What follows belongs to an exercise in optimizing a design on an open flow for small area, a short achievable clock period and few clock cycles per item; a production flow would make more cautious choices.
In this exercise RTL edits were held to simulation tests only and were not proved equivalent to the original.

// sha256_stream_core
module sha256_stream_core (
  input  logic         clk,
  input  logic         rst_n,
  input  logic         blk_valid,
  output logic         blk_ready,
  input  logic [511:0] blk_data,
  input  logic         blk_first,
  input  logic         blk_last,
  output logic         digest_valid,
  input  logic         digest_ready,
  output logic [255:0] digest,
  output logic         error,
  output logic [15:0]  block_count
);
  localparam logic [255:0] IV = sha256_pkg::SHA256_IV;
  function automatic logic [31:0] kconst(input logic [5:0] i);
    case (i)
      6'd0:  kconst = 32'h428a2f98; 6'd1:  kconst = 32'h71374491; 6'd2:  kconst = 32'hb5c0fbcf; 6'd3:  kconst = 32'he9b5dba5;
      6'd4:  kconst = 32'h3956c25b; 6'd5:  kconst = 32'h59f111f1; 6'd6:  kconst = 32'h923f82a4; 6'd7:  kconst = 32'hab1c5ed5;
      6'd8:  kconst = 32'hd807aa98; 6'd9:  kconst = 32'h12835b01; 6'd10: kconst = 32'h243185be; 6'd11: kconst = 32'h550c7dc3;
      6'd12: kconst = 32'h72be5d74; 6'd13: kconst = 32'h80deb1fe; 6'd14: kconst = 32'h9bdc06a7; 6'd15: kconst = 32'hc19bf174;
      6'd16: kconst = 32'he49b69c1; 6'd17: kconst = 32'hefbe4786; 6'd18: kconst = 32'h0fc19dc6; 6'd19: kconst = 32'h240ca1cc;
      6'd20: kconst = 32'h2de92c6f; 6'd21: kconst = 32'h4a7484aa; 6'd22: kconst = 32'h5cb0a9dc; 6'd23: kconst = 32'h76f988da;
  ...
==> flow/config.mk <==
export PLATFORM = sky130hd
export DESIGN_NAME = sha256_stream_core
export DESIGN_NICKNAME = sha256_stream_core
export VERILOG_FILES = /design/flow/design.v
export SDC_FILE = /design/flow/constraint.sdc
export NUM_CORES = 4
export LEC_CHECK = 0
export CAP_MARGIN = 20
export CORE_MARGIN = 2
export CORE_UTILIZATION = 50
export PLACE_DENSITY = 0.65
export SLEW_MARGIN = 20
==> flow/constraint.sdc <==
create_clock -name core_clock -period 11.0 [get_ports {clk}]
set_input_delay 2.2000 -clock core_clock [delete_from_list [all_inputs] [get_ports {clk}]]
set_output_delay 2.2000 -clock core_clock [all_outputs]
set_load 0.01 [all_outputs]
standard.sh (not shown) runs the stock make flow with config.mk's settings and CLKGATE_MAP_FILE= SYNTH_SCRIPT=/design/flow/synth_recipe.tcl, a recipe that flattens the netlist after the stock synthesis.
==> flow/flow/run.sh <==
#!/bin/bash
# Layout flow: the standard ORFS flow (standard.sh, unchanged synthesis)
# with three changes to how the layout is made:
#  - plain buf_1 port buffers instead of delay cells (every port still gets
#    its own buffer; timing repair may upsize them);
#  - clock tree with larger sink clusters and no dummy loads;
#  - a tighter setup margin for ORFS's timing repair steps, which do not
#    clone gates (a clone added late can be left driving too much load).
# The make output goes to flow_make.log here; each ORFS step keeps its own
# log under orfs/logs/.
set -euo pipefail
bash standard.sh \
  "BUFFER_PORTS_ARGS=-buffer_cell sky130_fd_sc_hd__buf_1" \
  "CTS_ARGS=-sink_clustering_enable -repair_clock_nets -sink_clustering_size 25 -sink_clustering_max_diameter 80 -dont_use_dummy_load" \
  SETUP_SLACK_MARGIN=7.3 \
  SKIP_GATE_CLONING=1 \
  finish > flow_make.log 2>&1
Testbench counts at the start, summed over its fixed seeds: cycles 124,840, blocks 1,920.
Next try:
--- a/flow/flow/run.sh
+++ b/flow/flow/run.sh
@@ -13,5 +13,5 @@
   "BUFFER_PORTS_ARGS=-buffer_cell sky130_fd_sc_hd__buf_1" \
   "CTS_ARGS=-sink_clustering_enable -repair_clock_nets -sink_clustering_size 25 -sink_clustering_max_diameter 80 -dont_use_dummy_load" \
-  SETUP_SLACK_MARGIN=7.3 \
+  SETUP_SLACK_MARGIN=7.4 \
   SKIP_GATE_CLONING=1 \
   finish > flow_make.log 2>&1
CORE_UTILIZATION = 55   (was 50)
PLACE_DENSITY = 0.7   (was 0.65)
TNS_END_PERCENT = 50   (was default)
Effect: The changed run completed with no timing, DRC or antenna violations; synthesized cell count is unchanged; setup slack degrades by 0.040 ns; cell count fell by 1.1%; register-to-register slack gets worse by 0.05 ns; routed wire length climbs by 2.6%; maximum frequency goes down by 1.1%.
Next try:
--- a/flow/flow/run.sh
+++ b/flow/flow/run.sh
@@ -13,5 +13,5 @@
   "BUFFER_PORTS_ARGS=-buffer_cell sky130_fd_sc_hd__buf_1" \
   "CTS_ARGS=-sink_clustering_enable -repair_clock_nets -sink_clustering_size 25 -sink_clustering_max_diameter 80 -dont_use_dummy_load" \
-  SETUP_SLACK_MARGIN=7.4 \
+  SETUP_SLACK_MARGIN=7.3 \
   SKIP_GATE_CLONING=1 \
   finish > flow_make.log 2>&1
TNS_END_PERCENT = default   (was 50)
First-iteration DRC count increases by 7.7%; synthesized cell count stays the same; non-clock buffer count decreases by 66; final area falls by 1.8%.

---

== run A ==
sha256_stream_core again, from the RTL that the note above started with.
==> flow/config.mk <==
export PLATFORM = sky130hd
export DESIGN_NAME = sha256_stream_core
export DESIGN_NICKNAME = sha256_stream_core
export VERILOG_FILES = /design/flow/design.v
export SDC_FILE = /design/flow/constraint.sdc
export NUM_CORES = 4
export LEC_CHECK = 0
export CAP_MARGIN = 20
export CORE_MARGIN = 2
export CORE_UTILIZATION = 55
export PLACE_DENSITY = 0.7
export SLEW_MARGIN = 20
export TNS_END_PERCENT = 50
==> flow/constraint.sdc <==
create_clock -name core_clock -period 11.0 [get_ports {clk}]
set_input_delay 2.2000 -clock core_clock [delete_from_list [all_inputs] [get_ports {clk}]]
set_output_delay 2.2000 -clock core_clock [all_outputs]
set_load 0.01 [all_outputs]
==> flow/flow/run.sh <==
#!/bin/bash
# Layout flow: the standard ORFS flow (standard.sh, unchanged synthesis)
# with three changes to how the layout is made:
#  - plain buf_1 port buffers instead of delay cells (every port still gets
#    its own buffer; timing repair may upsize them);
#  - clock tree with larger sink clusters and no dummy loads;
#  - a tighter setup margin for ORFS's timing repair steps, which do not
#    clone gates (a clone added late can be left driving too much load).
# The make output goes to flow_make.log here; each ORFS step keeps its own
# log under orfs/logs/.
set -euo pipefail
bash standard.sh \
  "BUFFER_PORTS_ARGS=-buffer_cell sky130_fd_sc_hd__buf_1" \
  "CTS_ARGS=-sink_clustering_enable -repair_clock_nets -sink_clustering_size 25 -sink_clustering_max_diameter 80 -dont_use_dummy_load" \
  SETUP_SLACK_MARGIN=7.3 \
  SKIP_GATE_CLONING=1 \
  finish > flow_make.log 2>&1
Run A: full flow OK, the timing, design-rule and antenna checks passed
Testbench counts of run A, summed over its fixed seeds: cycles 124,840, blocks 1,920.
Relative to run A, the following input files were edited for run B:
Settings: swapping 55 for 45 in CORE_UTILIZATION; swapping 0.7 for 0.6 in PLACE_DENSITY; clearing TNS_END_PERCENT, which used to be 50.
Run B gives less total routing resource utilization after global routing than run A did. Run B vs run A: layout-stage area growth over the synthesis result up.
The inputs of run C differ from those of run B as listed below.
Settings: CORE_UTILIZATION changed from 45 to 55; PLACE_DENSITY changed from 0.6 to 0.7.
==> flow/flow/run.sh <==
#!/bin/bash
# Layout flow: the standard ORFS flow (standard.sh, unchanged synthesis)
# with three changes to how the layout is made:
#  - plain buf_1 port buffers instead of delay cells (every port still gets
#    its own buffer; timing repair may upsize them);
#  - clock tree with larger sink clusters and no dummy loads;
#  - a tighter setup margin for ORFS's timing repair steps.
# The make output goes to flow_make.log here; each ORFS step keeps its own
# log under orfs/logs/.
set -euo pipefail
bash standard.sh \
  "BUFFER_PORTS_ARGS=-buffer_cell sky130_fd_sc_hd__buf_1" \
  "CTS_ARGS=-sink_clustering_enable -repair_clock_nets -sink_clustering_size 25 -sink_clustering_max_diameter 80 -dont_use_dummy_load" \
  SETUP_SLACK_MARGIN=7.0 \
  finish > flow_make.log 2>&1
[summary]
- Re wire length: run C is 5600 um down on run B.
- Going from run B to run C, area growth from synthesis to layout decreased 3.1 points; final setup skew decreased 0.018 ns.

## re-timing with driven ports
How much do the figures lean on ideal ports? The routed layouts below were timed once more, with nothing changed but the port constraints.
Step 1 sets driving cells, clkbuf_16 on the clock port and buf_2 on the other inputs (assumed; they add their load-dependent delay and slew).
Step 2, shift: input delay + t, output delay - t, t = (earliest + latest rising clock arrival at the registers) / 2. This alone moves slack from input paths to output paths.
a / b / c = ideal / step 1 / step 2; a / b = the first two.
run	t, ns	slack for setup (ns)	worst setup path at the end	latest minus earliest clock arrival (ns)
the first run of note 1	0.769	7.278 / 7.198 / 7.292	register to register	0.089 / 0.088
the second run of note 1	0.750	7.238 / 7.198 / 7.238	register to register	0.067 / 0.067
the third run of note 1	0.756	7.229 / 7.178 / 7.229	register to register	0.061 / 0.061
run A	0.756	7.156 / 7.083 / 7.156	register to register	0.062 / 0.062
run B	0.781	7.190 / 7.145 / 7.190	register to register	0.116 / 0.116
run C	0.742	6.967 / 6.967 / 6.967	register to register	0.090 / 0.090
After both steps every run listed still meets setup and hold.
